This is an optimization exercise on Yosys and OpenROAD, whose aim is small area, not a production implementation. RTL that was checked went through simulation tests only; none was proved equivalent to the original. Function not checked in runs 1 and 6: the RTL went through the layout flow alone. No activity file was given, so power comes from the tool's default toggle rates.

<file path="flow/run.sh">
#!/bin/bash
# synth_recipe.tcl (not shown) runs the flow's synth.tcl, then flattens the netlist and writes it again
# the make line also repeats each setting of config.mk as NAME=value (left out here)
make -C /OpenROAD-flow-scripts/flow DESIGN_CONFIG=/design/flow/config.mk WORK_HOME=/design/flow/orfs CLKGATE_MAP_FILE= SYNTH_SCRIPT=/design/flow/synth_recipe.tcl finish
</file>
<file path="flow/config.mk">
export PLATFORM = sky130hd
export DESIGN_NAME = random_map_writer
export DESIGN_NICKNAME = random_map_writer
export VERILOG_FILES = /design/flow/design.v
export SDC_FILE = /design/flow/constraint.sdc
export NUM_CORES = 4
export LEC_CHECK = 0
export CAP_MARGIN = 20
export CORE_MARGIN = 2
export CORE_UTILIZATION = 40
export SLEW_MARGIN = 20
</file>
<file path="flow/constraint.sdc">
create_clock -name core_clock -period 5.0 [get_ports {clk}]
set_input_delay 1.0000 -clock core_clock [delete_from_list [all_inputs] [get_ports {clk}]]
set_output_delay 1.0000 -clock core_clock [all_outputs]
set_load 0.01 [all_outputs]
</file>
<file path="flow/design.v">
`timescale 1ns/1ps
module random_map_writer (
    input  logic        clk,
    input  logic        rst,
    input  logic        start,
    input  logic [15:0] seed,
    input  logic [4:0]  density,
    input  logic [4:0]  rd_x,
    input  logic [4:0]  rd_y,
    output logic        rd_occ,
    output logic        busy,
    output logic        done,
    output logic [9:0]  occ_count
);
    logic [9:0]  idx;
    logic [15:0] lfsr;
    logic [4:0]  dcur, dprev;
    logic        start_accept, cell_bit, row_start, seed_zero;
    logic [15:0] cp0;
    logic [15:0] cp1;
    logic [15:0] cp2;
    logic [15:0] pend;   
    assign start_accept = !busy && !done && start;
    assign cell_bit     = dcur[4] || (lfsr[3:0] < dcur[3:0]);
    assign row_start    = (idx[4:0] == 5'd0) && (idx[7:5] == '0);
    assign seed_zero    = (seed == 16'h0000);
    always_ff @(posedge clk) begin
        if (rst) begin
            busy      <= 1'b0;
            done      <= 1'b0;
            idx       <= '0;
            dcur      <= '0;
            dprev     <= '0;
            occ_count <= '0;
        end else if (start_accept) begin
            busy      <= 1'b1;
            idx       <= '0;
            dprev     <= dcur;
            dcur      <= (density > 5'd16) ? 5'd16 : density;
            occ_count <= '0;
        end else if (busy) begin
            idx       <= idx + 1'b1;
            occ_count <= occ_count + 10'(cell_bit);
            if (idx == 10'd767) begin
                busy <= 1'b0;
                done <= 1'b1;
            end
        end else begin
            done <= 1'b0;
        end
    end
    always_ff @(posedge clk) begin
        if (busy)
            lfsr <= {lfsr[14:0], lfsr[15] ^ lfsr[13] ^ lfsr[12] ^ lfsr[10]};
        else
            lfsr <= seed | (seed_zero ? 16'hACE1 : 16'h0000);
    end
    logic [4:0] prow;
    logic [9:0] idxm1;
    assign idxm1 = idx - 1'b1;
    assign prow  = idxm1[9:5] / 5'd8;
    always_ff @(posedge clk) begin
        if (busy && row_start)
            pend <= lfsr;
        if ((busy && row_start) || done) begin
            case (prow)
                0: cp0 <= pend;
                1: cp1 <= pend;
                2: cp2 <= pend;
                default: ;
            endcase
        end
    end
    logic [9:0]  k;
    logic        valid, cur, use_pend;
    logic [4:0]  rrow, ohi;
    logic [15:0] base;
    assign k        = {rd_y, rd_x};
    assign valid    = !(rd_y[4] && rd_y[3]);
    assign cur      = k < idx;
    assign rrow     = rd_y / 5'd8;
    assign ohi      = rd_y % 5'd8;
    assign use_pend = cur && (rrow == prow);
    always_comb begin
        case (rrow)
            0: base = cp0;
            1: base = cp1;
            2: base = cp2;
            default: base = cp2;
        endcase
        if (use_pend) base = pend;
    end
    logic [15:0] v0;
    logic [15:0] v0_j128;
    assign v0_j128[0] = base[0] ^ base[1] ^ base[2] ^ base[3] ^ base[4] ^ base[5] ^ base[9] ^ base[10] ^ base[11] ^ base[14];
    assign v0_j128[1] = base[1] ^ base[2] ^ base[3] ^ base[4] ^ base[5] ^ base[6] ^ base[10] ^ base[11] ^ base[12] ^ base[15];
    assign v0_j128[2] = base[0] ^ base[2] ^ base[3] ^ base[4] ^ base[5] ^ base[6] ^ base[7] ^ base[12] ^ base[14];
    assign v0_j128[3] = base[1] ^ base[3] ^ base[4] ^ base[5] ^ base[6] ^ base[7] ^ base[8] ^ base[13] ^ base[15];
    assign v0_j128[4] = base[0] ^ base[2] ^ base[4] ^ base[5] ^ base[6] ^ base[7] ^ base[8] ^ base[9] ^ base[11] ^ base[13];
    assign v0_j128[5] = base[1] ^ base[3] ^ base[5] ^ base[6] ^ base[7] ^ base[8] ^ base[9] ^ base[10] ^ base[12] ^ base[14];
    assign v0_j128[6] = base[2] ^ base[4] ^ base[6] ^ base[7] ^ base[8] ^ base[9] ^ base[10] ^ base[11] ^ base[13] ^ base[15];
    assign v0_j128[7] = base[0] ^ base[3] ^ base[5] ^ base[7] ^ base[8] ^ base[9] ^ base[10] ^ base[12] ^ base[13];
    assign v0_j128[8] = base[1] ^ base[4] ^ base[6] ^ base[8] ^ base[9] ^ base[10] ^ base[11] ^ base[13] ^ base[14];
    assign v0_j128[9] = base[2] ^ base[5] ^ base[7] ^ base[9] ^ base[10] ^ base[11] ^ base[12] ^ base[14] ^ base[15];
    assign v0_j128[10] = base[0] ^ base[3] ^ base[6] ^ base[8] ^ base[10] ^ base[12] ^ base[14] ^ base[15];
    assign v0_j128[11] = base[0] ^ base[1] ^ base[4] ^ base[7] ^ base[9] ^ base[14] ^ base[15];
    assign v0_j128[12] = base[0] ^ base[1] ^ base[2] ^ base[5] ^ base[8] ^ base[10] ^ base[11] ^ base[13] ^ base[14] ^ base[15];
    assign v0_j128[13] = base[0] ^ base[1] ^ base[2] ^ base[3] ^ base[6] ^ base[9] ^ base[12] ^ base[13] ^ base[15];
    assign v0_j128[14] = base[0] ^ base[1] ^ base[2] ^ base[3] ^ base[4] ^ base[7] ^ base[10] ^ base[11];
    assign v0_j128[15] = base[1] ^ base[2] ^ base[3] ^ base[4] ^ base[5] ^ base[8] ^ base[11] ^ base[12];
    logic [15:0] v0_j64;
    assign v0_j64[0] = base[0] ^ base[1] ^ base[3] ^ base[4] ^ base[5] ^ base[10] ^ base[13] ^ base[15];
    assign v0_j64[1] = base[0] ^ base[1] ^ base[2] ^ base[4] ^ base[5] ^ base[6] ^ base[13];
    assign v0_j64[2] = base[1] ^ base[2] ^ base[3] ^ base[5] ^ base[6] ^ base[7] ^ base[14];
    assign v0_j64[3] = base[2] ^ base[3] ^ base[4] ^ base[6] ^ base[7] ^ base[8] ^ base[15];
    assign v0_j64[4] = base[0] ^ base[3] ^ base[4] ^ base[5] ^ base[7] ^ base[8] ^ base[9] ^ base[11] ^ base[13] ^ base[14];
    assign v0_j64[5] = base[1] ^ base[4] ^ base[5] ^ base[6] ^ base[8] ^ base[9] ^ base[10] ^ base[12] ^ base[14] ^ base[15];
    assign v0_j64[6] = base[0] ^ base[2] ^ base[5] ^ base[6] ^ base[7] ^ base[9] ^ base[10] ^ base[14] ^ base[15];
    assign v0_j64[7] = base[0] ^ base[1] ^ base[3] ^ base[6] ^ base[7] ^ base[8] ^ base[10] ^ base[13] ^ base[14] ^ base[15];
    assign v0_j64[8] = base[0] ^ base[1] ^ base[2] ^ base[4] ^ base[7] ^ base[8] ^ base[9] ^ base[13] ^ base[15];
    assign v0_j64[9] = base[0] ^ base[1] ^ base[2] ^ base[3] ^ base[5] ^ base[8] ^ base[9] ^ base[10] ^ base[11] ^ base[13];
    assign v0_j64[10] = base[1] ^ base[2] ^ base[3] ^ base[4] ^ base[6] ^ base[9] ^ base[10] ^ base[11] ^ base[12] ^ base[14];
    assign v0_j64[11] = base[2] ^ base[3] ^ base[4] ^ base[5] ^ base[7] ^ base[10] ^ base[11] ^ base[12] ^ base[13] ^ base[15];
    assign v0_j64[12] = base[0] ^ base[3] ^ base[4] ^ base[5] ^ base[6] ^ base[8] ^ base[12];
    assign v0_j64[13] = base[1] ^ base[4] ^ base[5] ^ base[6] ^ base[7] ^ base[9] ^ base[13];
    assign v0_j64[14] = base[2] ^ base[5] ^ base[6] ^ base[7] ^ base[8] ^ base[10] ^ base[14];
    assign v0_j64[15] = base[3] ^ base[6] ^ base[7] ^ base[8] ^ base[9] ^ base[11] ^ base[15];
    logic [15:0] v0_j192;
    assign v0_j192[0] = base[2] ^ base[3] ^ base[4] ^ base[7] ^ base[8] ^ base[12] ^ base[13] ^ base[14];
    assign v0_j192[1] = base[3] ^ base[4] ^ base[5] ^ base[8] ^ base[9] ^ base[13] ^ base[14] ^ base[15];
    assign v0_j192[2] = base[0] ^ base[4] ^ base[5] ^ base[6] ^ base[9] ^ base[10] ^ base[11] ^ base[13] ^ base[15];
    assign v0_j192[3] = base[0] ^ base[1] ^ base[5] ^ base[6] ^ base[7] ^ base[10] ^ base[12] ^ base[13];
    assign v0_j192[4] = base[1] ^ base[2] ^ base[6] ^ base[7] ^ base[8] ^ base[11] ^ base[13] ^ base[14];
    assign v0_j192[5] = base[2] ^ base[3] ^ base[7] ^ base[8] ^ base[9] ^ base[12] ^ base[14] ^ base[15];
    assign v0_j192[6] = base[0] ^ base[3] ^ base[4] ^ base[8] ^ base[9] ^ base[10] ^ base[11] ^ base[14] ^ base[15];
    assign v0_j192[7] = base[0] ^ base[1] ^ base[4] ^ base[5] ^ base[9] ^ base[10] ^ base[12] ^ base[13] ^ base[14] ^ base[15];
    assign v0_j192[8] = base[0] ^ base[1] ^ base[2] ^ base[5] ^ base[6] ^ base[10] ^ base[15];
    assign v0_j192[9] = base[0] ^ base[1] ^ base[2] ^ base[3] ^ base[6] ^ base[7] ^ base[13] ^ base[14];
    assign v0_j192[10] = base[1] ^ base[2] ^ base[3] ^ base[4] ^ base[7] ^ base[8] ^ base[14] ^ base[15];
    assign v0_j192[11] = base[0] ^ base[2] ^ base[3] ^ base[4] ^ base[5] ^ base[8] ^ base[9] ^ base[11] ^ base[13] ^ base[14] ^ base[15];
    assign v0_j192[12] = base[0] ^ base[1] ^ base[3] ^ base[4] ^ base[5] ^ base[6] ^ base[9] ^ base[10] ^ base[11] ^ base[12] ^ base[13] ^ base[15];
    assign v0_j192[13] = base[0] ^ base[1] ^ base[2] ^ base[4] ^ base[5] ^ base[6] ^ base[7] ^ base[10] ^ base[12];
    assign v0_j192[14] = base[1] ^ base[2] ^ base[3] ^ base[5] ^ base[6] ^ base[7] ^ base[8] ^ base[11] ^ base[13];
    assign v0_j192[15] = base[2] ^ base[3] ^ base[4] ^ base[6] ^ base[7] ^ base[8] ^ base[9] ^ base[12] ^ base[14];
    always_comb begin
        case ({ohi[1], ohi[2]})
            2'd0: v0 = base;
            2'd1: v0 = v0_j128;
            2'd2: v0 = v0_j64;
            2'd3: v0 = v0_j192;
            default: v0 = base;
        endcase
    end
    logic [15:0] pv;
    logic [4:0]  pohi, px;
    logic        psel, pen;
    always_ff @(posedge clk) begin
        pv   <= v0;
        pohi <= ohi;
        px   <= rd_x;
        psel <= cur && !start_accept;
        pen  <= valid && !rst;
    end
    logic [66:0] wv;   
    assign wv[0] = pv[3];
    assign wv[1] = pv[2];
    assign wv[2] = pv[1];
    assign wv[3] = pv[0];
    assign wv[4] = pv[10] ^ pv[12] ^ pv[13] ^ pv[15];
    assign wv[5] = pv[9] ^ pv[11] ^ pv[12] ^ pv[14];
    assign wv[6] = pv[8] ^ pv[10] ^ pv[11] ^ pv[13];
    assign wv[7] = pv[7] ^ pv[9] ^ pv[10] ^ pv[12];
    assign wv[8] = pv[6] ^ pv[8] ^ pv[9] ^ pv[11];
    assign wv[9] = pv[5] ^ pv[7] ^ pv[8] ^ pv[10];
    assign wv[10] = pv[4] ^ pv[6] ^ pv[7] ^ pv[9];
    assign wv[11] = pv[3] ^ pv[5] ^ pv[6] ^ pv[8];
    assign wv[12] = pv[2] ^ pv[4] ^ pv[5] ^ pv[7];
    assign wv[13] = pv[1] ^ pv[3] ^ pv[4] ^ pv[6];
    assign wv[14] = pv[0] ^ pv[2] ^ pv[3] ^ pv[5];
    assign wv[15] = pv[1] ^ pv[2] ^ pv[4] ^ pv[10] ^ pv[12] ^ pv[13] ^ pv[15];
    assign wv[16] = pv[0] ^ pv[1] ^ pv[3] ^ pv[9] ^ pv[11] ^ pv[12] ^ pv[14];
    assign wv[17] = pv[0] ^ pv[2] ^ pv[8] ^ pv[11] ^ pv[12] ^ pv[15];
    assign wv[18] = pv[1] ^ pv[7] ^ pv[11] ^ pv[12] ^ pv[13] ^ pv[14] ^ pv[15];
    assign wv[19] = pv[0] ^ pv[6] ^ pv[10] ^ pv[11] ^ pv[12] ^ pv[13] ^ pv[14];
    assign wv[20] = pv[5] ^ pv[9] ^ pv[11] ^ pv[15];
    assign wv[21] = pv[4] ^ pv[8] ^ pv[10] ^ pv[14];
    assign wv[22] = pv[3] ^ pv[7] ^ pv[9] ^ pv[13];
    assign wv[23] = pv[2] ^ pv[6] ^ pv[8] ^ pv[12];
    assign wv[24] = pv[1] ^ pv[5] ^ pv[7] ^ pv[11];
    assign wv[25] = pv[0] ^ pv[4] ^ pv[6] ^ pv[10];
    assign wv[26] = pv[3] ^ pv[5] ^ pv[9] ^ pv[10] ^ pv[12] ^ pv[13] ^ pv[15];
    assign wv[27] = pv[2] ^ pv[4] ^ pv[8] ^ pv[9] ^ pv[11] ^ pv[12] ^ pv[14];
    assign wv[28] = pv[1] ^ pv[3] ^ pv[7] ^ pv[8] ^ pv[10] ^ pv[11] ^ pv[13];
    assign wv[29] = pv[0] ^ pv[2] ^ pv[6] ^ pv[7] ^ pv[9] ^ pv[10] ^ pv[12];
    assign wv[30] = pv[1] ^ pv[5] ^ pv[6] ^ pv[8] ^ pv[9] ^ pv[10] ^ pv[11] ^ pv[12] ^ pv[13] ^ pv[15];
    assign wv[31] = pv[0] ^ pv[4] ^ pv[5] ^ pv[7] ^ pv[8] ^ pv[9] ^ pv[10] ^ pv[11] ^ pv[12] ^ pv[14];
    assign wv[32] = pv[3] ^ pv[4] ^ pv[6] ^ pv[7] ^ pv[8] ^ pv[9] ^ pv[11] ^ pv[12] ^ pv[15];
    assign wv[33] = pv[2] ^ pv[3] ^ pv[5] ^ pv[6] ^ pv[7] ^ pv[8] ^ pv[10] ^ pv[11] ^ pv[14];
    assign wv[34] = pv[1] ^ pv[2] ^ pv[4] ^ pv[5] ^ pv[6] ^ pv[7] ^ pv[9] ^ pv[10] ^ pv[13];
    assign wv[35] = pv[0] ^ pv[1] ^ pv[3] ^ pv[4] ^ pv[5] ^ pv[6] ^ pv[8] ^ pv[9] ^ pv[12];
    assign wv[36] = pv[0] ^ pv[2] ^ pv[3] ^ pv[4] ^ pv[5] ^ pv[7] ^ pv[8] ^ pv[10] ^ pv[11] ^ pv[12] ^ pv[13] ^ pv[15];
    assign wv[37] = pv[1] ^ pv[2] ^ pv[3] ^ pv[4] ^ pv[6] ^ pv[7] ^ pv[9] ^ pv[11] ^ pv[13] ^ pv[14] ^ pv[15];
    assign wv[38] = pv[0] ^ pv[1] ^ pv[2] ^ pv[3] ^ pv[5] ^ pv[6] ^ pv[8] ^ pv[10] ^ pv[12] ^ pv[13] ^ pv[14];
    assign wv[39] = pv[0] ^ pv[1] ^ pv[2] ^ pv[4] ^ pv[5] ^ pv[7] ^ pv[9] ^ pv[10] ^ pv[11] ^ pv[15];
    assign wv[40] = pv[0] ^ pv[1] ^ pv[3] ^ pv[4] ^ pv[6] ^ pv[8] ^ pv[9] ^ pv[12] ^ pv[13] ^ pv[14] ^ pv[15];
    assign wv[41] = pv[0] ^ pv[2] ^ pv[3] ^ pv[5] ^ pv[7] ^ pv[8] ^ pv[10] ^ pv[11] ^ pv[14] ^ pv[15];
    assign wv[42] = pv[1] ^ pv[2] ^ pv[4] ^ pv[6] ^ pv[7] ^ pv[9] ^ pv[12] ^ pv[14] ^ pv[15];
    assign wv[43] = pv[0] ^ pv[1] ^ pv[3] ^ pv[5] ^ pv[6] ^ pv[8] ^ pv[11] ^ pv[13] ^ pv[14];
    assign wv[44] = pv[0] ^ pv[2] ^ pv[4] ^ pv[5] ^ pv[7] ^ pv[15];
    assign wv[45] = pv[1] ^ pv[3] ^ pv[4] ^ pv[6] ^ pv[10] ^ pv[12] ^ pv[13] ^ pv[14] ^ pv[15];
    assign wv[46] = pv[0] ^ pv[2] ^ pv[3] ^ pv[5] ^ pv[9] ^ pv[11] ^ pv[12] ^ pv[13] ^ pv[14];
    assign wv[47] = pv[1] ^ pv[2] ^ pv[4] ^ pv[8] ^ pv[11] ^ pv[15];
    assign wv[48] = pv[0] ^ pv[1] ^ pv[3] ^ pv[7] ^ pv[10] ^ pv[14];
    assign wv[49] = pv[0] ^ pv[2] ^ pv[6] ^ pv[9] ^ pv[10] ^ pv[12] ^ pv[15];
    assign wv[50] = pv[1] ^ pv[5] ^ pv[8] ^ pv[9] ^ pv[10] ^ pv[11] ^ pv[12] ^ pv[13] ^ pv[14] ^ pv[15];
    assign wv[51] = pv[0] ^ pv[4] ^ pv[7] ^ pv[8] ^ pv[9] ^ pv[10] ^ pv[11] ^ pv[12] ^ pv[13] ^ pv[14];
    assign wv[52] = pv[3] ^ pv[6] ^ pv[7] ^ pv[8] ^ pv[9] ^ pv[11] ^ pv[15];
    assign wv[53] = pv[2] ^ pv[5] ^ pv[6] ^ pv[7] ^ pv[8] ^ pv[10] ^ pv[14];
    assign wv[54] = pv[1] ^ pv[4] ^ pv[5] ^ pv[6] ^ pv[7] ^ pv[9] ^ pv[13];
    assign wv[55] = pv[0] ^ pv[3] ^ pv[4] ^ pv[5] ^ pv[6] ^ pv[8] ^ pv[12];
    assign wv[56] = pv[2] ^ pv[3] ^ pv[4] ^ pv[5] ^ pv[7] ^ pv[10] ^ pv[11] ^ pv[12] ^ pv[13] ^ pv[15];
    assign wv[57] = pv[1] ^ pv[2] ^ pv[3] ^ pv[4] ^ pv[6] ^ pv[9] ^ pv[10] ^ pv[11] ^ pv[12] ^ pv[14];
    assign wv[58] = pv[0] ^ pv[1] ^ pv[2] ^ pv[3] ^ pv[5] ^ pv[8] ^ pv[9] ^ pv[10] ^ pv[11] ^ pv[13];
    assign wv[59] = pv[0] ^ pv[1] ^ pv[2] ^ pv[4] ^ pv[7] ^ pv[8] ^ pv[9] ^ pv[13] ^ pv[15];
    assign wv[60] = pv[0] ^ pv[1] ^ pv[3] ^ pv[6] ^ pv[7] ^ pv[8] ^ pv[10] ^ pv[13] ^ pv[14] ^ pv[15];
    assign wv[61] = pv[0] ^ pv[2] ^ pv[5] ^ pv[6] ^ pv[7] ^ pv[9] ^ pv[10] ^ pv[14] ^ pv[15];
    assign wv[62] = pv[1] ^ pv[4] ^ pv[5] ^ pv[6] ^ pv[8] ^ pv[9] ^ pv[10] ^ pv[12] ^ pv[14] ^ pv[15];
    assign wv[63] = pv[0] ^ pv[3] ^ pv[4] ^ pv[5] ^ pv[7] ^ pv[8] ^ pv[9] ^ pv[11] ^ pv[13] ^ pv[14];
    assign wv[64] = pv[2] ^ pv[3] ^ pv[4] ^ pv[6] ^ pv[7] ^ pv[8] ^ pv[15];
    assign wv[65] = pv[1] ^ pv[2] ^ pv[3] ^ pv[5] ^ pv[6] ^ pv[7] ^ pv[14];
    assign wv[66] = pv[0] ^ pv[1] ^ pv[2] ^ pv[4] ^ pv[5] ^ pv[6] ^ pv[13];
    logic [66:0] ws;
    assign ws = wv >> {pohi[0:0], px};
    logic [3:0] nib;
    assign nib = {ws[0], ws[1], ws[2], ws[3]};
    logic [4:0] pd;
    assign pd = psel ? dcur : dprev;
    logic [3:0] lt;
    assign lt[0] = pd[0] & ~nib[0];
    assign lt[1] = pd[1] ? (~nib[1] | lt[0]) : (~nib[1] & lt[0]);
    assign lt[2] = pd[2] ? (~nib[2] | lt[1]) : (~nib[2] & lt[1]);
    assign lt[3] = pd[3] ? (~nib[3] | lt[2]) : (~nib[3] & lt[2]);
    assign rd_occ = pen && (pd[4] || lt[3]);
endmodule
</file>
==> impl_metrics.toml, run 1 <==
[run_status]
status = "timing/DRC/antenna clean"

[floorplanning]
die-area_mm2 = 0.0356
core.rowCount = 67
core_area_mm2 = 0.0336
start_util = 0.406
io_pins = 47
die_w_um = 189
fp.dieH_um = 189

[critical_path]
r2r_cells = 12
endpoint_kind = "output port"
crit_arrival_ps = 3930
crit_type = "flop to output port"
start_kind = "flop"
cp.required_ps = 4000
path_max_fanout = 4

[finish]
n_fill_cell = 3103
diodes = 0
final_net_count = 1517
area_delta_synth_final_pct = 17.2
regArea_mm2 = 0.00340
fin_area_mm2 = 0.0160
final_cell_mix = "xnor2_1, mux2i_1, nor2_1"
multi_input_area_mm2 = 0.00999
final_common_cell = "xnor2_1"
drive_above_1_share = 0.180

[route]
final_antenna_net_count = 0
drc = 0
vias_per_cell = 5.55
drt-initial-drc-count = 949
finalWirelength_mm = 41.7
drtPass1Iterations = 6
wl_per_cell_um = 21.6
vias = 10698

[logic_synthesis]
yosys.area_share.simple = 0.0874
yosysUniqueCellTypes = 74
synth_top_family_by_area = "XOR/XNOR gates"
syn_nets = 1447
synth_ff_type = "dfxtp_1"
mappedNetlistArea_mm2 = 0.0137
synth_adder_area_share = 0.0147
synthMuxAreaShare = 0.146
ys_seq_area_frac = 0.246
synth_edf_count = 64
ys_warn_count = 1
syn_avg_cell_area_um2 = 9.77
synth_compound_area_frac = 0.0987
yosys.area_share.xor_xnor = 0.358
ys_seq_elements = 136
netlist_instances = 1397
async_flop_share = 0

[placed_design]
gp_congestion = 0.975
place.detailed.hpwl_mm = 31.6
port_buffers = 46
placed_cell_area_mm2 = 0.0150

[timing]
finalCriticalPeriod_ps = 4930
relSlewSlack = 0.407
setup_viol = 0
hold_viol = 0
post-route-period-util = 0.985
fin_skew_ps = 28.4
worst_slew_pin_slew_ps = 883
fin_hold_ws_ps = 427
maxSlewViolCount = 0
fmax_mhz = 203

[pwr]
p_total_mw = 12.7
power.density_mw_per_mm2 = 796
leakagePower_nw = 6.57
max-vdd-ir-drop_mv = 0.577

[grt]
antenna_found_initial = 0
busiest_layer = "met2"
overflow = 0
grt_usage = 0.233
grtUsageMet3 = 0.0359
grt_max_degree = 51
grt_pass1_vias = 10608
grtUsageMet2 = 0.378
met1_usage = 0.314
grt_pass1_wl_mm = 63.6

[cts]
h-tree-depth = 4
cts_buffers = 17
cts_sinks = 136
clock_latency_ps = 440
clk_path_buf_depth = 2
cts_tree = "done"
path_clk_slew_ps = 80
cts-root-buf = "clkbuf_16"

[flow_run]
cap_violations = 0

[min_path]
min_path_type = "flop to flop"
hold_depth = 0
==> flip-flops by register name, summed over array words and instances (netlist names) <==
signal,count
cp2,16
pen,1
idx,10
pend,16
pohi,1
busy,1
dprev,5
done,1
dcur,5
lfsr,16
cp0,16
psel,1
occ_count,10
pv,16
px,5
cp1,16
==> layout make-up <==
cell class	instances	share of cell area
Clock buffer	17	0.0266
Clock inverter	15	0.00970
Inverter	55	0.0129
Multi-Input combinational cell	1109	0.624
Sequential cell	136	0.212
Tap cell	448	0.0350
Timing Repair Buffer	148	0.0794
==> cells in the mapped netlist (7+ instances only) <==
library cell | instances | area (µm²)
o211ai_1 | 10 | 75.1
buf_6 | 7 | 78.8
o21ai_0 | 28 | 140
xor2_1 | 96 | 841
xnor3_1 | 42 | 946
nand4_1 | 12 | 75.1
mux2i_2 | 9 | 124
xor3_1 | 15 | 357
a211o_1 | 8 | 70.1
nand2_1 | 70 | 263
buf_2 | 17 | 85.1
buf_1 | 9 | 33.8
nor2_1 | 106 | 398
a21oi_1 | 59 | 295
clkbuf_1 | 58 | 218
mux2_2 | 29 | 327
nand3_1 | 11 | 55.1
nor4_1 | 9 | 56.3
xnor2_1 | 303 | 2650
mux4_2 | 12 | 270
ha_1 | 16 | 200
a211oi_1 | 18 | 135
nor3_1 | 15 | 75.1
mux2i_1 | 121 | 1210
edfxtp_1 | 64 | 1920
dfxtp_1 | 72 | 1440
inv_1 | 51 | 191
==> repair_timing <==
action                                  CTS  global route
resized for setup                        30            57
endpoints found under the setup margin    1             1
buffers inserted                          0             6
hold buffers                              0             0
pin swaps                                 0             9
endpoints found under the hold margin     0             0
==> path summary, 6_finish.rpt <==
check | from | endpoint | slack, ps
min reg2reg | lfsr[11] | pend[11] | 430
max | pv[15] | rd_occ | 70
min | lfsr[11] | pend[11] | 430
max reg2reg | idx[2] | pv[14] | 1340
==> metrics by stage <==
step	TNS [ps]	worst slack (ps)	utilization	instances
after floorplan	0	1080	-	1397
after global placement	0	157	0.445	1890
after detailed placement	0	185	0.445	1890
after CTS	0	2.93	0.466	1922
after global routing	-50.2	-50.2	0.476	1928
final	0	72.5	0.476	1928
==> routing by layer <==
layer | routed length, µm | share of wire
met1 | 18200 | 0.44
met2 | 18900 | 0.45
met3 | 3120 | 0.075
met4 | 1390 | 0.033
met5 | 0 | 0
==> critical path: stages, from the launching register on <==
cell and delay (ps):
dfxtp_1 360, buf_4 180, xnor2_1 390, buf_4 210
xor2_1 240, xnor2_2 160, mux2i_1 230, nor2_1 70
o311a_1 330, o211a_1 270, a211o_1 240, a2bb2oi_1 130
o21ai_1 140, clkdlybuf4s50_1 550
==> power breakdown <==
part / switching [mW] / internal [mW] / leakage [nW]
Sequential: 0.231 / 1.28 / 1.18
Combinational: 5.26 / 4.74 / 5.11
Clock: 0.568 / 0.663 / 0.275
Total: 6.05 / 6.69 / 6.57
==> cell families (layout without fill, tap and decap cells) <==
kind of cell               Yosys count  count (layout)
adders and majority gates           16              16
xor gates and xnor gates           462             462
and+or+nand+nor                    259             259
muxes                              174             174
DFF                                136             136
AOI/OAI and AO/OA                  198             198
buffers and inverters              152             235
==> run 2, diff against run 1 <==
--- a/flow/design.v
+++ b/flow/design.v
@@ -153,2 +153,27 @@
     end
+    logic [15:0] v1;
+    logic [15:0] v1_j32;
+    assign v1_j32[0] = v0[0] ^ v0[1] ^ v0[3] ^ v0[4] ^ v0[5] ^ v0[6] ^ v0[8] ^ v0[9] ^ v0[12];
+    assign v1_j32[1] = v0[1] ^ v0[2] ^ v0[4] ^ v0[5] ^ v0[6] ^ v0[7] ^ v0[9] ^ v0[10] ^ v0[13];
+    assign v1_j32[2] = v0[2] ^ v0[3] ^ v0[5] ^ v0[6] ^ v0[7] ^ v0[8] ^ v0[10] ^ v0[11] ^ v0[14];
+    assign v1_j32[3] = v0[3] ^ v0[4] ^ v0[6] ^ v0[7] ^ v0[8] ^ v0[9] ^ v0[11] ^ v0[12] ^ v0[15];
+    assign v1_j32[4] = v0[0] ^ v0[4] ^ v0[5] ^ v0[7] ^ v0[8] ^ v0[9] ^ v0[10] ^ v0[11] ^ v0[12] ^ v0[14];
+    assign v1_j32[5] = v0[1] ^ v0[5] ^ v0[6] ^ v0[8] ^ v0[9] ^ v0[10] ^ v0[11] ^ v0[12] ^ v0[13] ^ v0[15];
+    assign v1_j32[6] = v0[0] ^ v0[2] ^ v0[6] ^ v0[7] ^ v0[9] ^ v0[10] ^ v0[12];
+    assign v1_j32[7] = v0[1] ^ v0[3] ^ v0[7] ^ v0[8] ^ v0[10] ^ v0[11] ^ v0[13];
+    assign v1_j32[8] = v0[2] ^ v0[4] ^ v0[8] ^ v0[9] ^ v0[11] ^ v0[12] ^ v0[14];
+    assign v1_j32[9] = v0[3] ^ v0[5] ^ v0[9] ^ v0[10] ^ v0[12] ^ v0[13] ^ v0[15];
+    assign v1_j32[10] = v0[0] ^ v0[4] ^ v0[6] ^ v0[10];
+    assign v1_j32[11] = v0[1] ^ v0[5] ^ v0[7] ^ v0[11];
+    assign v1_j32[12] = v0[2] ^ v0[6] ^ v0[8] ^ v0[12];
+    assign v1_j32[13] = v0[3] ^ v0[7] ^ v0[9] ^ v0[13];
+    assign v1_j32[14] = v0[4] ^ v0[8] ^ v0[10] ^ v0[14];
+    assign v1_j32[15] = v0[5] ^ v0[9] ^ v0[11] ^ v0[15];
+    always_comb begin
+        case ({ohi[0]})
+            1'd0: v1 = v0;
+            1'd1: v1 = v1_j32;
+            default: v1 = v0;
+        endcase
+    end
     logic [15:0] pv;
@@ -157,3 +182,3 @@
     always_ff @(posedge clk) begin
-        pv   <= v0;
+        pv   <= v1;
         pohi <= ohi;
@@ -163,3 +188,3 @@
     end
-    logic [66:0] wv;   
+    logic [34:0] wv;   
     assign wv[0] = pv[3];
@@ -199,36 +224,4 @@
     assign wv[34] = pv[1] ^ pv[2] ^ pv[4] ^ pv[5] ^ pv[6] ^ pv[7] ^ pv[9] ^ pv[10] ^ pv[13];
-    assign wv[35] = pv[0] ^ pv[1] ^ pv[3] ^ pv[4] ^ pv[5] ^ pv[6] ^ pv[8] ^ pv[9] ^ pv[12];
-    assign wv[36] = pv[0] ^ pv[2] ^ pv[3] ^ pv[4] ^ pv[5] ^ pv[7] ^ pv[8] ^ pv[10] ^ pv[11] ^ pv[12] ^ pv[13] ^ pv[15];
-    assign wv[37] = pv[1] ^ pv[2] ^ pv[3] ^ pv[4] ^ pv[6] ^ pv[7] ^ pv[9] ^ pv[11] ^ pv[13] ^ pv[14] ^ pv[15];
-    assign wv[38] = pv[0] ^ pv[1] ^ pv[2] ^ pv[3] ^ pv[5] ^ pv[6] ^ pv[8] ^ pv[10] ^ pv[12] ^ pv[13] ^ pv[14];
-    assign wv[39] = pv[0] ^ pv[1] ^ pv[2] ^ pv[4] ^ pv[5] ^ pv[7] ^ pv[9] ^ pv[10] ^ pv[11] ^ pv[15];
-    assign wv[40] = pv[0] ^ pv[1] ^ pv[3] ^ pv[4] ^ pv[6] ^ pv[8] ^ pv[9] ^ pv[12] ^ pv[13] ^ pv[14] ^ pv[15];
-    assign wv[41] = pv[0] ^ pv[2] ^ pv[3] ^ pv[5] ^ pv[7] ^ pv[8] ^ pv[10] ^ pv[11] ^ pv[14] ^ pv[15];
-    assign wv[42] = pv[1] ^ pv[2] ^ pv[4] ^ pv[6] ^ pv[7] ^ pv[9] ^ pv[12] ^ pv[14] ^ pv[15];
-    assign wv[43] = pv[0] ^ pv[1] ^ pv[3] ^ pv[5] ^ pv[6] ^ pv[8] ^ pv[11] ^ pv[13] ^ pv[14];
-    assign wv[44] = pv[0] ^ pv[2] ^ pv[4] ^ pv[5] ^ pv[7] ^ pv[15];
-    assign wv[45] = pv[1] ^ pv[3] ^ pv[4] ^ pv[6] ^ pv[10] ^ pv[12] ^ pv[13] ^ pv[14] ^ pv[15];
-    assign wv[46] = pv[0] ^ pv[2] ^ pv[3] ^ pv[5] ^ pv[9] ^ pv[11] ^ pv[12] ^ pv[13] ^ pv[14];
-    assign wv[47] = pv[1] ^ pv[2] ^ pv[4] ^ pv[8] ^ pv[11] ^ pv[15];
-    assign wv[48] = pv[0] ^ pv[1] ^ pv[3] ^ pv[7] ^ pv[10] ^ pv[14];
-    assign wv[49] = pv[0] ^ pv[2] ^ pv[6] ^ pv[9] ^ pv[10] ^ pv[12] ^ pv[15];
-    assign wv[50] = pv[1] ^ pv[5] ^ pv[8] ^ pv[9] ^ pv[10] ^ pv[11] ^ pv[12] ^ pv[13] ^ pv[14] ^ pv[15];
-    assign wv[51] = pv[0] ^ pv[4] ^ pv[7] ^ pv[8] ^ pv[9] ^ pv[10] ^ pv[11] ^ pv[12] ^ pv[13] ^ pv[14];
-    assign wv[52] = pv[3] ^ pv[6] ^ pv[7] ^ pv[8] ^ pv[9] ^ pv[11] ^ pv[15];
-    assign wv[53] = pv[2] ^ pv[5] ^ pv[6] ^ pv[7] ^ pv[8] ^ pv[10] ^ pv[14];
-    assign wv[54] = pv[1] ^ pv[4] ^ pv[5] ^ pv[6] ^ pv[7] ^ pv[9] ^ pv[13];
-    assign wv[55] = pv[0] ^ pv[3] ^ pv[4] ^ pv[5] ^ pv[6] ^ pv[8] ^ pv[12];
-    assign wv[56] = pv[2] ^ pv[3] ^ pv[4] ^ pv[5] ^ pv[7] ^ pv[10] ^ pv[11] ^ pv[12] ^ pv[13] ^ pv[15];
-    assign wv[57] = pv[1] ^ pv[2] ^ pv[3] ^ pv[4] ^ pv[6] ^ pv[9] ^ pv[10] ^ pv[11] ^ pv[12] ^ pv[14];
-    assign wv[58] = pv[0] ^ pv[1] ^ pv[2] ^ pv[3] ^ pv[5] ^ pv[8] ^ pv[9] ^ pv[10] ^ pv[11] ^ pv[13];
-    assign wv[59] = pv[0] ^ pv[1] ^ pv[2] ^ pv[4] ^ pv[7] ^ pv[8] ^ pv[9] ^ pv[13] ^ pv[15];
-    assign wv[60] = pv[0] ^ pv[1] ^ pv[3] ^ pv[6] ^ pv[7] ^ pv[8] ^ pv[10] ^ pv[13] ^ pv[14] ^ pv[15];
-    assign wv[61] = pv[0] ^ pv[2] ^ pv[5] ^ pv[6] ^ pv[7] ^ pv[9] ^ pv[10] ^ pv[14] ^ pv[15];
-    assign wv[62] = pv[1] ^ pv[4] ^ pv[5] ^ pv[6] ^ pv[8] ^ pv[9] ^ pv[10] ^ pv[12] ^ pv[14] ^ pv[15];
-    assign wv[63] = pv[0] ^ pv[3] ^ pv[4] ^ pv[5] ^ pv[7] ^ pv[8] ^ pv[9] ^ pv[11] ^ pv[13] ^ pv[14];
-    assign wv[64] = pv[2] ^ pv[3] ^ pv[4] ^ pv[6] ^ pv[7] ^ pv[8] ^ pv[15];
-    assign wv[65] = pv[1] ^ pv[2] ^ pv[3] ^ pv[5] ^ pv[6] ^ pv[7] ^ pv[14];
-    assign wv[66] = pv[0] ^ pv[1] ^ pv[2] ^ pv[4] ^ pv[5] ^ pv[6] ^ pv[13];
-    logic [66:0] ws;
-    assign ws = wv >> {pohi[0:0], px};
+    logic [34:0] ws;
+    assign ws = wv >> px;
     logic [3:0] nib;
--- a/flow/config.mk
+++ b/flow/config.mk
@@ -10,2 +10,3 @@
 export CORE_UTILIZATION = 40
+export GPL_TIMING_DRIVEN = 0
 export SLEW_MARGIN = 20
==> impl_metrics.toml, run 2 <==
[run_status]
status = "timing/DRC/antenna clean"

[route]
drt-initial-drc-count = 949
drtPass1Iterations = 5
wl_per_cell_um = 21.4
vias_per_cell = 5.48
final_antenna_net_count = 0
vias = 9719
finalWirelength_mm = 38.0
drc = 0

[logic_synthesis]
ys_seq_elements = 135
synth_adder_area_share = 0.0183
yosys.area.top_type_share = 0.244
syn_avg_cell_area_um2 = 9.63
yosys.area_share.simple = 0.0876
synthMuxAreaShare = 0.101
yosys.area_share.xor_xnor = 0.373
yosys.area.top_type = "xnor2_1"
ys_warn_count = 1
yosysMostFrequentCell = "xnor2_1"
synth_area_leaders = "xnor2_1, edfxtp_1, dfxtp_1, xor2_1, xnor3_1"
synth_top_family_by_area = "XOR/XNOR gates"
synth_ff_type = "dfxtp_1"
ys_top_cells_by_count = "xnor2_1, xor2_1, nand2_1"
syn_nets = 1302
async_flop_share = 0
synth_compound_area_frac = 0.105
ys_seq_area_frac = 0.277
mappedNetlistArea_mm2 = 0.0121
yosysUniqueCellTypes = 72
netlist_instances = 1252
synth_edf_count = 64

[min_path]
hold_depth = 0
hold_start = "lfsr[11]"
min_path_type = "flop to flop"

[critical_path]
worstSetupStartpoint = "rd_y[3]"
cp.required_ps = 5290
crit_type = "input pin to flop"
crit_path_end = "pv[8]"
regToRegEndpoint = "pv[8]"
crit_arrival_ps = 5140
path_max_fanout = 10
endpoint_kind = "flop"
r2r_cells = 13
timing.rr.start = "pend[0]"
start_kind = "input pin"
r2r_slack_ps = 440

[floorplanning]
io_pins = 47
core_area_mm2 = 0.0296
core.rowCount = 63
die-area_mm2 = 0.0316
die_w_um = 178
fp.dieH_um = 178
start_util = 0.407

[placed_design]
gp_congestion = 1.03
dp_slack_ps = -1690
placedCellCount = 1691
place.detailed.hpwl_mm = 28.1
port_buffers = 46

[cts]
clk_path_buf_depth = 2
h-tree-depth = 4
clock_latency_ps = 430
cts_tree = "done"
cts_sinks = 135
cts_buffers = 17
path_clk_slew_ps = 60
cts-root-buf = "clkbuf_16"

[grt]
grt_pass1_wl_mm = 58.0
grt_usage = 0.245
antenna_found_initial = 0
grt_pass1_vias = 9526
overflow = 0
grt_max_degree = 18

[pwr]
power.density_mw_per_mm2 = 600
max-vdd-ir-drop_mv = 0.407
leakagePower_nw = 5.25

[timing]
setup_viol = 0
fin_skew_ps = 18.9
timing.setup.tns_ps = 0
fmax_mhz = 206
finalCriticalPeriod_ps = 4850
relSlewSlack = 0.341
post-route-period-util = 0.969
worst_slew_pin_slew_ps = 986
setup_slack_ps = 154
hold_viol = 0
fin_hold_ws_ps = 428
maxSlewViolCount = 0

[finish]
multi_input_area_mm2 = 0.00873
final_common_cell = "xnor2_1"
fin_cells = 1772
drive_above_1_share = 0.187
diodes = 0
area_delta_synth_final_pct = 21.7
regArea_mm2 = 0.00338
n_fill_cell = 2786
final_cell_mix = "xnor2_1, xor2_1, nand2_1"
final_net_count = 1419
fin_util = 0.495

[flow_run]
cap_violations = 0
run 2: cell count changes after synthesis, moves of 12 or more:
cell     before  now
mux2i_1     121   28
nor2_1      106   71
xnor2_1     303  336
xor2_1       96  123
inv_1        51   26
xnor3_1      42   17
xor3_1       15    1
mux2i_4       2   14
o21ai_0      28   40
run 2: critical path: stages:
cell	delay, ps
clkbuf_2	160
buf_6	190
buf_8	160
mux2_2	360
mux2i_4	170
buf_12	170
xnor3_1	460
xnor2_1	270
a21oi_1	70
a21oi_1	310
xnor2_1	140
a211oi_2	520
xnor2_2	230
xor2_2	280
xnor3_1	270
xor2_1	140
nand2_1	80
xor2_1	140
run 2: how the worst min path moves through the flow:
stage,endpoint,slack [ps]
floorplan,pend[11],400
global placement,pend[11],410
detailed placement,pend[11],420
CTS,pend[11],430
global route,pend[11],440
finish,pend[11],430
run 2: report_power, final:
group / total [mW] / switching (mW) / internal (mW)
clock: 1.23 / 0.501 / 0.731
sequential: 1.60 / 0.292 / 1.31
combinational: 5.97 / 3.16 / 2.81
run 2: routing by layer:
layer / global-route usage / routed length [µm]
met1: 0.325 / 16100
met2: 0.386 / 17300
met3: 0.0484 / 2740
met4: 0.112 / 1780
met5: 0 / 0
run 2: through the flow:
step	area, µm²	total power [mW]
after floorplan	12100	5.47
after global routing	14700	9.30
after detailed placement	13000	6.59
final	14700	8.81
after global placement	13000	6.61
after CTS	14400	8.26
run 2: final cells by class:
cell class	count	area share
well taps	390	0.0332
plain buffers	69	0.0246
clock buffers	22	0.0324
inverters	27	0.00690
flip-flops and latches	135	0.230
clock inverters	10	0.00648
multi-input cells	1010	0.595
repair buffers	109	0.0714
run 2: kinds of logic after synthesis:
logic type | Yosys count
flops | 135
compound gates | 196
simple gates | 231
mux | 84
xor+xnor | 481
buf+inv | 107
fa+ha+maj | 18
run 2: timing repair:
action,CTS,global route
buffers inserted,52,8
setup endpoints to repair,17,13
gates resized for setup,76,54
hold buffers,0,0
pin swaps,13,14
==> run 3, diff against run 2 <==
--- a/flow/config.mk
+++ b/flow/config.mk
@@ -9,3 +9,3 @@
 export CORE_MARGIN = 2
-export CORE_UTILIZATION = 40
+export CORE_UTILIZATION = 50
 export GPL_TIMING_DRIVEN = 0
==> impl_metrics.toml, run 3 <==
[placed_design]
dp_slack_ps = -1560
place.detailed.hpwl_mm = 28.8
placedCellCount = 1620
port_buffers = 46
gp_congestion = 1.04
placed_cell_area_mm2 = 0.0130

[route]
finalWirelength_mm = 39.0
route.met3.wl_mm = 3.09
wl_per_cell_um = 22.7
drt-initial-drc-count = 962
wl_met1_mm = 17.1
drc = 0
vias_per_cell = 5.67
final_antenna_net_count = 0
highest_layer = "met4"
drtPass1Iterations = 5
routed-wl-met2_mm = 17.5
vias = 9734

[logic_synthesis]
ys_warn_count = 1
syn_avg_cell_area_um2 = 9.63
yosysMostFrequentCell = "xnor2_1"
ys_seq_elements = 135
netlist_instances = 1252
synth_area_leaders = "xnor2_1, edfxtp_1, dfxtp_1, xor2_1, xnor3_1"
async_flop_share = 0
yosys.area.top_type_share = 0.244
synth_ff_type = "dfxtp_1"
synth_edf_count = 64
yosysUniqueCellTypes = 72
ys_seq_area_frac = 0.277
mappedNetlistArea_mm2 = 0.0121
yosys.area.top_type = "xnor2_1"
syn_nets = 1302
ys_top_cells_by_count = "xnor2_1, xor2_1, nand2_1"

[pwr]
leakagePower_nw = 5.34
power.density_mw_per_mm2 = 590
combPwrFrac = 0.680
power.switching_mw = 4.01
max-vdd-ir-drop_mv = 0.559
intPower_mw = 4.73
pwr-share-clk = 0.139
p_seq_frac = 0.181
switching_share = 0.459

[finish]
fin_area_mm2 = 0.0148
final_common_cell = "xnor2_1"
n_fill_cell = 2062
area_delta_synth_final_pct = 22.7
fin_util = 0.629
drive_above_1_share = 0.200
fin_cells = 1716
final_cell_mix = "xnor2_1, xor2_1, nand2_1"
final_net_count = 1433

[timing]
post-route-period-util = 0.982
setup_viol = 0
worst_slew_pin_slew_ps = 913
finalCriticalPeriod_ps = 4910
fmax_mhz = 204
setup_slack_ps = 91.5
hold_viol = 0
maxSlewViolCount = 0
fin_skew_ps = 18.4
relSlewSlack = 0.392

[run_status]
status = "timing/DRC/antenna clean"

[cts]
clock_latency_ps = 420
clk_path_buf_depth = 2
path_clk_slew_ps = 70
cts_tree = "done"
cts_buffers = 17
cts_sinks = 135
cts-root-buf = "clkbuf_16"
hold_buffers = 0
h-tree-depth = 4

[critical_path]
crit_arrival_ps = 5170
crit_type = "input pin to flop"
start_kind = "input pin"
cpMaxStageDelayCell = "o32ai_1"
cp.required_ps = 5270
critical_path.cell_chain = "dlygate4sd2_1 -> buf_6 -> buf_8 -> mux2_2 -> mux2i_4 -> buf_12 -> xnor3_1 -> xnor2_1 -> o211a_1 -> o32ai_1 -> a211oi_4 -> xnor2_4 -> xor2_2 -> xnor3_1 -> xor2_1 -> nand2_1 -> xor2_1"
endpoint_kind = "flop"
path_max_fanout = 10
crit_path_max_incr_delay_ps = 530

[floorplanning]
die_w_um = 159
core_area_mm2 = 0.0235
fp.dieH_um = 159
io_pins = 47
core.rowCount = 56
die-area_mm2 = 0.0254
start_util = 0.512

[grt]
antenna_found_initial = 1
grt_usage = 0.308
grt_pass1_vias = 9791
grt_max_degree = 18
grt_pass1_wl_mm = 59.6
overflow = 0

[min_path]
min_path_type = "flop to flop"

[flow_run]
cap_violations = 0
==> run 3: routing by layer <==
metal	global-route usage	up-vias
met5	0	-
met2	0.485	429
met4	0.105	0
met1	0.428	4703
li1	-	4534
met3	0.0555	68
==> run 3: metrics by stage <==
stage / TNS, ps / hold WS, ps / power, mW
after floorplan: 0 / 403 / 5.47
after global placement: -22090 / 417 / 6.64
after detailed placement: -20690 / 425 / 6.61
after CTS: 0 / 435 / 8.40
after global routing: -15.4 / 452 / 9.21
final: 0 / 436 / 8.74
==> run 3: power by group through the flow <==
stage               sequential [mW]  clock, mW  combinational (mW)
floorplan                      1.36          0                4.11
global placement               1.39          0                5.26
detailed placement             1.39          0                5.22
CTS                            1.57       1.24                5.59
global route                   1.60       1.28                6.33
finish                         1.58       1.21                5.94
==> run 3: path summary, 6_finish.rpt <==
check / startpoint / end / slack, ps / cells after the start
worst max-delay path: rd_y[3] / pv[8] / 90 / 17
worst min-delay path: lfsr[7] / pend[7] / 440 / 0
worst max register to register: idx[8] / pv[8] / 420 / 16
worst min register to register: lfsr[7] / pend[7] / 440 / 0
==> run 3: final cells by class <==
type                       count  area [µm²]  area share
multi-input combinational   1010        8780       0.593
sequential                   135        3370       0.228
timing repair buffer         123        1210      0.0820
clock buffer                  18         439      0.0297
tap                          319         399      0.0270
buffer                        69         367      0.0248
clock inverter                14         129     0.00871
inverter                      27         101     0.00685
antenna                        1        2.50    0.000169
==> run 3: timing repair <==
action                                 4_1_cts  5_1_grt
pin swaps                                   18        7
setup endpoints to repair                   17       13
resized for setup                           91       40
endpoints found under the hold margin        0        0
setup buffers                               63       11
==> run 3: worst max-delay path, delay by kind of cell <==
| family | cells | cell delay, ps |
|---|---|---|
| AND/OR/NAND/NOR | 1 | 80 |
| XOR/XNOR | 7 | 1820 |
| AO/OA/AOI/OAI | 3 | 920 |
| multiplexers | 2 | 530 |
| buffers and inverters | 4 | 810 |
==> run 3: logic make-up after synthesis <==
kind of cell	synth area share
compound gates	0.105
xor+xnor	0.373
fa+ha+maj	0.0183
buf+inv	0.0376
flops	0.277
mux	0.101
simple gates	0.0876
==> run 4, diff against run 3 <==
==> flow/flow/run.sh (new file) <==
#!/bin/bash
set -euo pipefail
export RECOVER_POWER=100
bash standard.sh > standard.log 2>&1
==> flow/standard.sh (new file) <==
#!/bin/bash
# synth_recipe.tcl (not shown) runs the flow's synth.tcl, then flattens the netlist and writes it again
# the make line also repeats each setting of config.mk as NAME=value (left out here)
make -C /OpenROAD-flow-scripts/flow DESIGN_CONFIG=/design/flow/config.mk WORK_HOME=/design/flow/orfs CLKGATE_MAP_FILE= SYNTH_SCRIPT=/design/flow/synth_recipe.tcl "${@:-finish}"
--- a/flow/config.mk
+++ b/flow/config.mk
@@ -9,3 +9,3 @@
 export CORE_MARGIN = 2
-export CORE_UTILIZATION = 50
+export CORE_UTILIZATION = 40
 export GPL_TIMING_DRIVEN = 0
removed: flow/run.sh
==> impl_metrics.toml, run 4 <==
[run_status]
status = "timing/DRC/antenna clean"

[floorplanning]
fp.dieH_um = 178
core_area_mm2 = 0.0296
core.rowCount = 63
die_w_um = 178
die-area_mm2 = 0.0316
start_util = 0.407
io_pins = 47

[logic_synthesis]
async_flop_share = 0
synth_adder_area_share = 0.0183
ys_seq_elements = 135
yosysUniqueCellTypes = 72
synth_edf_count = 64
netlist_instances = 1252
yosysMostFrequentCell = "xnor2_1"
syn_avg_cell_area_um2 = 9.63
synth_ff_type = "dfxtp_1"
syn_nets = 1302
ys_seq_area_frac = 0.277
yosys.area.top_type = "xnor2_1"
synth_compound_area_frac = 0.105
ys_top_cells_by_count = "xnor2_1, xor2_1, nand2_1"
mappedNetlistArea_mm2 = 0.0121
synth_top_family_by_area = "XOR/XNOR gates"
yosys.area_share.xor_xnor = 0.373
ys_warn_count = 1
yosys.area_share.simple = 0.0876
yosys.area.top_type_share = 0.244
synthMuxAreaShare = 0.101
synth_area_leaders = "xnor2_1, edfxtp_1, dfxtp_1, xor2_1, xnor3_1"

[timing]
worst_slew_pin_slew_ps = 1370
relSlewSlack = 0.0811
hold_viol = 0
setup_viol = 0
fmax_mhz = 207
post-route-period-util = 0.966
fin_skew_ps = 22.1
maxSlewViolCount = 0
setup_slack_ps = 169
finalCriticalPeriod_ps = 4830

[cts]
cts_tree = "done"
cts_sinks = 135
path_clk_slew_ps = 60
hold_buffers = 0
cts-root-buf = "clkbuf_16"
h-tree-depth = 4
clk_path_buf_depth = 2
cts_buffers = 17
clock_latency_ps = 430

[finish]
final_cell_mix = "xnor2_1, xor2_1, nand2_1"
area_delta_synth_final_pct = 21.4
diodes = 0
fin_area_mm2 = 0.0146
n_fill_cell = 2795
drive_above_1_share = 0.183
final_common_cell = "xnor2_1"
final_net_count = 1419
fin_util = 0.494
fin_cells = 1772

[route]
final_antenna_net_count = 0
drt-initial-drc-count = 948
finalWirelength_mm = 38.0
vias = 9696
drtPass1Iterations = 7
wl_per_cell_um = 21.4
drc = 0
vias_per_cell = 5.47

[placed_design]
place.detailed.hpwl_mm = 28.1
dp_slack_ps = -1690
port_buffers = 46
placed_cell_area_mm2 = 0.0130
placedCellCount = 1691
gp_congestion = 1.03

[critical_path]
crit_arrival_ps = 5120
start_kind = "input pin"
endpoint_kind = "flop"
cp.required_ps = 5290
crit_type = "input pin to flop"
path_max_fanout = 10

[grt]
antenna_found_initial = 0
grtUsageMet3 = 0.0484
grt_pass1_wl_mm = 58.0
grt_max_degree = 18
grt_pass1_vias = 9526
grt_usage = 0.245
grtUsageMet2 = 0.386
overflow = 0
busiest_layer = "met2"
met1_usage = 0.325

[pwr]
power.density_mw_per_mm2 = 601
intPower_mw = 4.85
pwr-share-clk = 0.140
leakagePower_nw = 5.28
max-vdd-ir-drop_mv = 0.407
switching_share = 0.448
combPwrFrac = 0.678
p_seq_frac = 0.182
power.switching_mw = 3.94

[min_path]
min_path_type = "flop to flop"

[flow_run]
cap_violations = 0
-- run 4: metal layers --
layer	wire [µm]	vias to the layer above	share of wire
li1	-	4501	-
met1	16100	4655	0.42
met2	17300	455	0.46
met3	2920	85	0.077
met4	1680	0	0.044
met5	0	-	0
-- run 4: logic make-up after synthesis --
logic type	count (synthesis)
xor+xnor	481
simple gates	231
compound gates	196
flops	135
mux	84
buf+inv	107
fa+ha+maj	18
-- run 4: worst paths after layout --
| check | to | slack [ps] | depth (start not counted) | startpoint |
|---|---|---|---|---|
| worst min register to register | pend[11] | 430 | 0 | lfsr[11] |
| worst min-delay path | pend[11] | 430 | 0 | lfsr[11] |
| worst max-delay path | pv[8] | 170 | 18 | rd_y[3] |
| worst max register to register | pv[4] | 450 | 19 | idx[8] |
-- run 4: critical path, cell delays in order --
cell and delay [ps]:
clkbuf_2 160, buf_6 180, buf_8 160, mux2_2 360, mux2i_4 170, buf_12 170, xnor3_1 450, xnor2_1 270
a21oi_1 70, a21oi_1 300, xnor2_1 140, a211oi_2 510, xnor2_2 230, xor2_2 280, xnor3_1 270, xor2_1 140
nand2_1 80, xor2_1 140
-- run 4: stage by stage --
stage / hold WS, ps / power [mW] / setup TNS [ps]
floorplan: 403 / 5.47 / 0
global placement: 411 / 6.61 / -20680
detailed placement: 421 / 6.59 / -22640
CTS: 428 / 8.26 / 0
global route: 439 / 9.30 / -22.6
finish: 429 / 8.80 / 0
-- run 4: power by group through the flow --
stage	Clock (mW)	Combinational (mW)	Sequential, mW
floorplan	0	4.11	1.36
global placement	0	5.22	1.39
detailed placement	0	5.20	1.39
CTS	1.25	5.45	1.55
global route	1.31	6.37	1.62
finish	1.23	5.96	1.60
-- run 4: layout make-up --
class	count	area, µm²	area share
Buffer	69	362	0.0247
Clock inverter	10	95.1	0.00649
Timing Repair Buffer	109	1020	0.0697
Clock buffer	22	475	0.0325
Inverter	27	101	0.00692
Tap cell	390	488	0.0333
Sequential cell	135	3380	0.231
Multi-Input combinational cell	1010	8720	0.596
-- run 4: what timing repair did --
item	4_1_cts	5_1_grt
buffers inserted	52	8
resized for setup	76	54
setup endpoints to repair	17	13
pin swaps	13	14
==> run 5, diff against run 4 <==
==> flow/run.sh (new file) <==
#!/bin/bash
# synth_recipe.tcl (not shown) runs the flow's synth.tcl, then flattens the netlist and writes it again
# the make line also repeats each setting of config.mk as NAME=value (left out here)
make -C /OpenROAD-flow-scripts/flow DESIGN_CONFIG=/design/flow/config.mk WORK_HOME=/design/flow/orfs CLKGATE_MAP_FILE= SYNTH_SCRIPT=/design/flow/synth_recipe.tcl finish
--- a/flow/config.mk
+++ b/flow/config.mk
@@ -10,3 +10,2 @@
 export CORE_UTILIZATION = 40
-export GPL_TIMING_DRIVEN = 0
 export SLEW_MARGIN = 20
removed: flow/flow/run.sh
removed: flow/standard.sh
==> impl_metrics.toml, run 5 <==
[cts]
cts_buffers = 17
cts-root-buf = "clkbuf_16"
cts_tree = "done"
cts_sinks = 135
clock_latency_ps = 430
path_clk_slew_ps = 80
h-tree-depth = 4
clk_path_buf_depth = 2

[logic_synthesis]
ys_warn_count = 1
yosys.area.top_type_share = 0.244
yosysUniqueCellTypes = 72
netlist_instances = 1252
async_flop_share = 0
ys_seq_elements = 135
synth_edf_count = 64
mappedNetlistArea_mm2 = 0.0121
ys_top_cells_by_count = "xnor2_1, xor2_1, nand2_1"
yosysMostFrequentCell = "xnor2_1"
yosys.area.top_type = "xnor2_1"
synth_ff_type = "dfxtp_1"
syn_nets = 1302
ys_seq_area_frac = 0.277
syn_avg_cell_area_um2 = 9.63
synth_area_leaders = "xnor2_1, edfxtp_1, dfxtp_1, xor2_1, xnor3_1"

[floorplanning]
start_util = 0.407
io_pins = 47
die_w_um = 178
core.rowCount = 63
fp.dieH_um = 178
die-area_mm2 = 0.0316
core_area_mm2 = 0.0296

[timing]
relSlewSlack = 0.358
maxSlewViolCount = 0
post-route-period-util = 0.974
hold_viol = 0
fmax_mhz = 205
setup_viol = 0
fin_hold_ws_ps = 421
worst_slew_pin_slew_ps = 956
rsz0062_at_grt = "true"
finalCriticalPeriod_ps = 4870
fin_skew_ps = 23.1
timing.setup.tns_ps = 0

[finish]
final_common_cell = "xnor2_1"
multi_input_area_mm2 = 0.00835
fin_util = 0.517
regArea_mm2 = 0.00335
n_fill_cell = 2723
final_net_count = 1523
area_delta_synth_final_pct = 27.0
diodes = 0
final_cell_mix = "xnor2_1, buf_4, xor2_1"
fin_cells = 1876
drive_above_1_share = 0.240

[route]
wl_per_cell_um = 20.0
drt-initial-drc-count = 844
drtPass1Iterations = 6
vias_per_cell = 5.25
final_antenna_net_count = 0
drc = 0
vias = 9854
finalWirelength_mm = 37.5

[critical_path]
start_kind = "input pin"
endpoint_kind = "flop"
path_max_fanout = 23
crit_arrival_ps = 5200
regToRegEndpoint = "pv[1]"
crit_type = "input pin to flop"
r2r_cells = 15
cp.required_ps = 5330
crit_path_end = "pv[8]"
r2r_slack_ps = 720
worstSetupStartpoint = "rd_y[3]"
timing.rr.start = "pend[3]"

[grt]
antenna_found_initial = 0
grt_pass1_vias = 9795
grt_max_degree = 34
grt_pass1_wl_mm = 57.7
grt_usage = 0.244
overflow = 0

[placed_design]
gp_congestion = 1.04
port_buffers = 46
placedCellCount = 1840
place.detailed.hpwl_mm = 29.4

[pwr]
power.switching_mw = 3.86
p_total_mw = 8.86
pwr-share-clk = 0.152
max-vdd-ir-drop_mv = 0.424
leakagePower_nw = 5.79
power.density_mw_per_mm2 = 579
switching_share = 0.436
intPower_mw = 5.00
combPwrFrac = 0.679
p_seq_frac = 0.169

[run_status]
status = "timing/DRC/antenna clean"

[flow_run]
cap_violations = 0

[min_path]
min_path_type = "flop to flop"
## run 5: changes by cell type in the layout (fill, tap and decap cells not counted), moves of 7 or more
cell	delta
xor2_1	+11
clkbuf_1	-41
xnor2_1	+14
clkdlybuf4s50_1	+23
xor2_2	-8
dfxtp_1	+11
clkbuf_2	-8
dlygate4sd3_1	-19
xnor2_2	-7
xnor2_4	-7
buf_2	-12
buf_4	+167
## run 5: power by group through the flow
stage               Clock (mW)  Sequential (mW)  Combinational [mW]
CTS                       1.38             1.48                5.85
global route              1.42             1.51                6.53
detailed placement           0             1.50                5.72
global placement             0             1.50                5.71
floorplan                    0             1.36                4.11
finish                    1.35             1.50                6.02
## run 5: logic make-up after synthesis
kind of cell,after synthesis,share of synthesized area
AOI/OAI and AO/OA,196,0.105
muxes,84,0.101
DFF,135,0.277
and+or+nand+nor,231,0.0876
xor gates and xnor gates,481,0.373
buffers and inverters,107,0.0376
adders and majority gates,18,0.0183
## run 5: repair_timing
item,in CTS,in global routing
pin swaps,1,3
gates resized for setup,4,19
setup buffers,2,2
hold buffers,0,0
endpoints found under the setup margin,1,7
cloned,0,0
## run 5: layer usage
layer | wire, µm | GRT usage | vias to the layer above | part of all wire
met5 | 0 | 0 | - | 0
met4 | 1540 | 0.110 | 0 | 0.041
met3 | 2520 | 0.0411 | 68 | 0.067
met2 | 17100 | 0.385 | 362 | 0.46
met1 | 16400 | 0.326 | 4712 | 0.44
li1 | - | - | 4712 | -
## run 5: worst min-delay path by stage
stage             start       end  slack [ps]  cells after the start
2_1_floorplan  lfsr[11]  pend[11]         400                      0
3_3_place_gp    lfsr[8]   pend[8]         410                      0
3_5_place_dp    lfsr[8]   pend[8]         410                      0
4_1_cts         lfsr[8]   pend[8]         420                      0
5_1_grt        lfsr[11]  pend[11]         440                      0
6_report       lfsr[11]  pend[11]         420                      0
## run 5: final cells by class
class                           count  area share
Multi-Input combinational cell   1010       0.546
Sequential cell                   135       0.219
Timing Repair Buffer              282       0.157
Tap cell                          390      0.0319
Clock buffer                       18      0.0294
Clock inverter                     14      0.0114
Inverter                           27     0.00662
## run 5: critical path, stage by stage
cell and delay, ps:
clkdlybuf4s50_1 520, buf_12 180, ha_1 250, and4_1 160, nor3b_1 160, a2111o_1 460, nor2_2 220, buf_12 210
nor2_1 100, a21oi_1 340, xor2_1 290, xnor2_1 100, a21oi_1 280, buf_4 170, xnor3_1 380, xor2_1 130
nand2_1 70, xor2_1 140
## run 5: through the flow
step	setup slack [ps]	instance area (µm²)
final	128	15300
after global routing	-47.8	15300
after CTS	16.4	15200
after detailed placement	-289	14600
after global placement	-286	14600
after floorplan	126	12100
==> run 6, diff against run 5 <==
--- a/flow/design.v
+++ b/flow/design.v
@@ -82,3 +82,4 @@
     assign ohi      = rd_y % 5'd8;
-    assign use_pend = cur && (rrow == prow);
+    assign use_pend = (rrow == prow) &&
+                      ((idx[7:0] == '0) || ({ohi[2:0], rd_x} < idx[7:0]));
     always_comb begin
==> flow/flow/run.sh (new file) <==
#!/bin/bash
# The standard layout, with one change: every port still gets its own
# buffer, but a plain buf_2 instead of the delay buffer that buffer_ports
# picks by default (that cell adds about 0.5 ns to each input and output path).
set -euo pipefail
export BUFFER_PORTS_ARGS="-buffer_cell sky130_fd_sc_hd__buf_2"
bash standard.sh > standard.log 2>&1
==> flow/standard.sh (new file) <==
#!/bin/bash
# synth_recipe.tcl (not shown) runs the flow's synth.tcl, then flattens the netlist and writes it again
# the make line also repeats each setting of config.mk as NAME=value (left out here)
make -C /OpenROAD-flow-scripts/flow DESIGN_CONFIG=/design/flow/config.mk WORK_HOME=/design/flow/orfs CLKGATE_MAP_FILE= SYNTH_SCRIPT=/design/flow/synth_recipe.tcl "${@:-finish}"
--- a/flow/config.mk
+++ b/flow/config.mk
@@ -10,2 +10,4 @@
 export CORE_UTILIZATION = 40
+export CTS_BUF_LIST = sky130_fd_sc_hd__clkbuf_8
+export GPL_TIMING_DRIVEN = 0
 export SLEW_MARGIN = 20
removed: flow/run.sh
==> impl_metrics.toml, run 6 <==
[run_status]
status = "timing/DRC/antenna clean"

[critical_path]
crit_type = "input pin to flop"
r2r_cells = 18
crit_arrival_ps = 5220
regToRegEndpoint = "pv[5]"
cp.required_ps = 5310
path_max_fanout = 10
start_kind = "input pin"
timing.rr.start = "idx[2]"
critical_path.cell_chain = "buf_2 -> buf_6 -> buf_6 -> mux2_2 -> mux2i_4 -> xnor3_1 -> xnor2_1 -> mux2i_1 -> xnor3_1 -> nand2_1 -> a22o_1 -> xnor2_2 -> xnor2_2 -> xor2_1 -> xnor2_1 -> nand2_1 -> xor2_1"
cpMaxStageDelayCell = "xnor3_1"
endpoint_kind = "flop"

[cts]
cts_tree = "done"
h-tree-depth = 4
path_clk_slew_ps = 80
cts_sinks = 135
cts-root-buf = "clkbuf_8"
clk_path_buf_depth = 2
hold_buffers = 0
cts_buffers = 17

[logic_synthesis]
ys_seq_elements = 135
syn_avg_cell_area_um2 = 10.1
ys_top_cells_by_count = "xnor2_1, xor2_1, nand2_1"
yosysUniqueCellTypes = 63
syn_nets = 1229
ys_seq_area_frac = 0.280
synth_ff_type = "dfxtp_1"
netlist_instances = 1179
async_flop_share = 0
mappedNetlistArea_mm2 = 0.0119
ys_warn_count = 1
synth_area_leaders = "xnor2_1, edfxtp_1, dfxtp_1, xor2_1, mux2i_1"
yosysMostFrequentCell = "xnor2_1"
synth_edf_count = 64

[floorplanning]
core.rowCount = 63
io_pins = 47
fp.dieH_um = 177
start_util = 0.405
die-area_mm2 = 0.0313

[placed_design]
gp_congestion = 0.967
dp_slack_ps = -774
place.detailed.hpwl_mm = 25.3
placedCellCount = 1616

[grt]
overflow = 0
grt_usage = 0.217
grt_max_degree = 18
grt_pass1_vias = 8820

[finish]
final_net_count = 1331
final_cell_mix = "xnor2_1, xor2_1, nand2_1"
fin_util = 0.472
diodes = 0
n_fill_cell = 2810

[pwr]
power.density_mw_per_mm2 = 630
switching_share = 0.454
p_seq_frac = 0.174
intPower_mw = 4.79
pwr-share-clk = 0.108

[route]
drt-initial-drc-count = 692
wl_per_cell_um = 20.1
drtPass1Iterations = 5
vias = 8851
drc = 0

[timing]
maxSlewViolCount = 0
worst_slew_pin_slew_ps = 1070
fmax_mhz = 204
setup_viol = 0
setup_slack_ps = 90.8
fin_hold_ws_ps = 443

[min_path]
hold_depth = 0
hold_start = "lfsr[9]"
min_to = "pend[9]"
run 6: cell count changes in the layout (fill, tap and decap cells not counted), sizes merged, moves of 16 or more:
cell	before	now
mux2i	43	92
xor2	123	100
buf	237	113
clkdlybuf4s50	44	0
clkbuf	19	59
xnor2	340	303
xnor3	17	33
run 6: cells by family (layout without fill, tap and decap cells):
family / count (synthesis) / after routing / share of synthesized area
compound gates: 140 / 140 / 0.0731
xor+xnor: 437 / 437 / 0.369
fa+ha+maj: 18 / 18 / 0.0184
buf+inv: 114 / 229 / 0.0419
flops: 135 / 135 / 0.280
mux: 136 / 136 / 0.145
simple gates: 199 / 199 / 0.0729
run 6: through the flow:
step / area, µm² / power (mW)
2_1_floorplan: 11900 / 5.90
5_1_grt: 13900 / 9.30
3_3_place_gp: 12700 / 7.00
3_5_place_dp: 12700 / 7.00
6_report: 13900 / 8.77
4_1_cts: 13300 / 8.17
run 6: repair_timing:
action	in CTS	in global routing
endpoints found under the hold margin	0	0
endpoints found under the setup margin	10	11
pin swaps	2	9
resized for setup	24	64
setup buffers	11	36
run 6: worst max-delay path by stage:
| stage | startpoint | endpoint | depth (start not counted) |
|---|---|---|---|
| after floorplan | rd_y[3] | pv[0] | 16 |
| after global placement | rd_y[3] | pv[0] | 17 |
| after detailed placement | rd_y[3] | pv[0] | 17 |
| after CTS | pv[9] | rd_occ | 15 |
| after global routing | rd_y[3] | pv[5] | 17 |
| final | rd_y[3] | pv[5] | 17 |
run 6: area by class of cell:
cell class / count / share of cell area
buffer: 60 / 0.0228
clock buffer: 18 / 0.0178
clock inverter: 14 / 0.0115
inverter: 43 / 0.0119
multi-input combinational: 930 / 0.610
sequential: 135 / 0.242
tap: 390 / 0.0351
timing repair buffer: 94 / 0.0484
run 6: critical path, delay by kind of cell:
kind | cells | cell delay, ps
xor gates and xnor gates | 8 | 2190
muxes | 3 | 1040
buffers and inverters | 3 | 470
AOI/OAI and AO/OA | 1 | 360
and+or+nand+nor | 2 | 160
run 6: metal layers:
metal / vias to the layer above / GRT usage / routed length, µm
li1: 4181 / - / -
met1: 4299 / 0.298 / 15400
met2: 302 / 0.348 / 15600
met3: 69 / 0.0268 / 1710
met4: 0 / 0.0871 / 1180
met5: - / 0 / 0
run 6: power by group through the flow:
stage / sequential (mW) / clock [mW] / combinational [mW]
after global placement: 1.38 / 0 / 5.62
after floorplan: 1.36 / 0 / 4.55
after detailed placement: 1.38 / 0 / 5.61
after CTS: 1.45 / 0.982 / 5.73
after global routing: 1.55 / 1.02 / 6.74
final: 1.53 / 0.947 / 6.29

[port drivers added, routing unchanged]
In the flow no input, the clock included, has a driving cell. The finished layouts below were timed again as built, in two steps.
Step 1, drivers: a clkbuf_16 drives clk and a buf_2 each remaining input, both assumed.
Step 2 also shifts input and output timing later by t, the mid clock arrival at the registers, as if the neighbouring blocks saw the same clock.
Slacks: no drivers / after step 1 / after step 2; pairs: no drivers / after step 1.
run	shift t [ns]	setup slack, ns
run 1	0.468	0.073 / 0.028 / 0.386
run 2	0.473	0.154 / 0.119 / -0.292
run 3	0.458	0.091 / 0.114 / -0.344
run 4	0.472	0.169 / 0.129 / -0.277
run 5	0.474	0.128 / 0.105 / -0.324
run 6	0.480	0.091 / 0.114 / -0.366
With both steps, setup timing fails in 5 of these runs, where it was met with ideal ports.
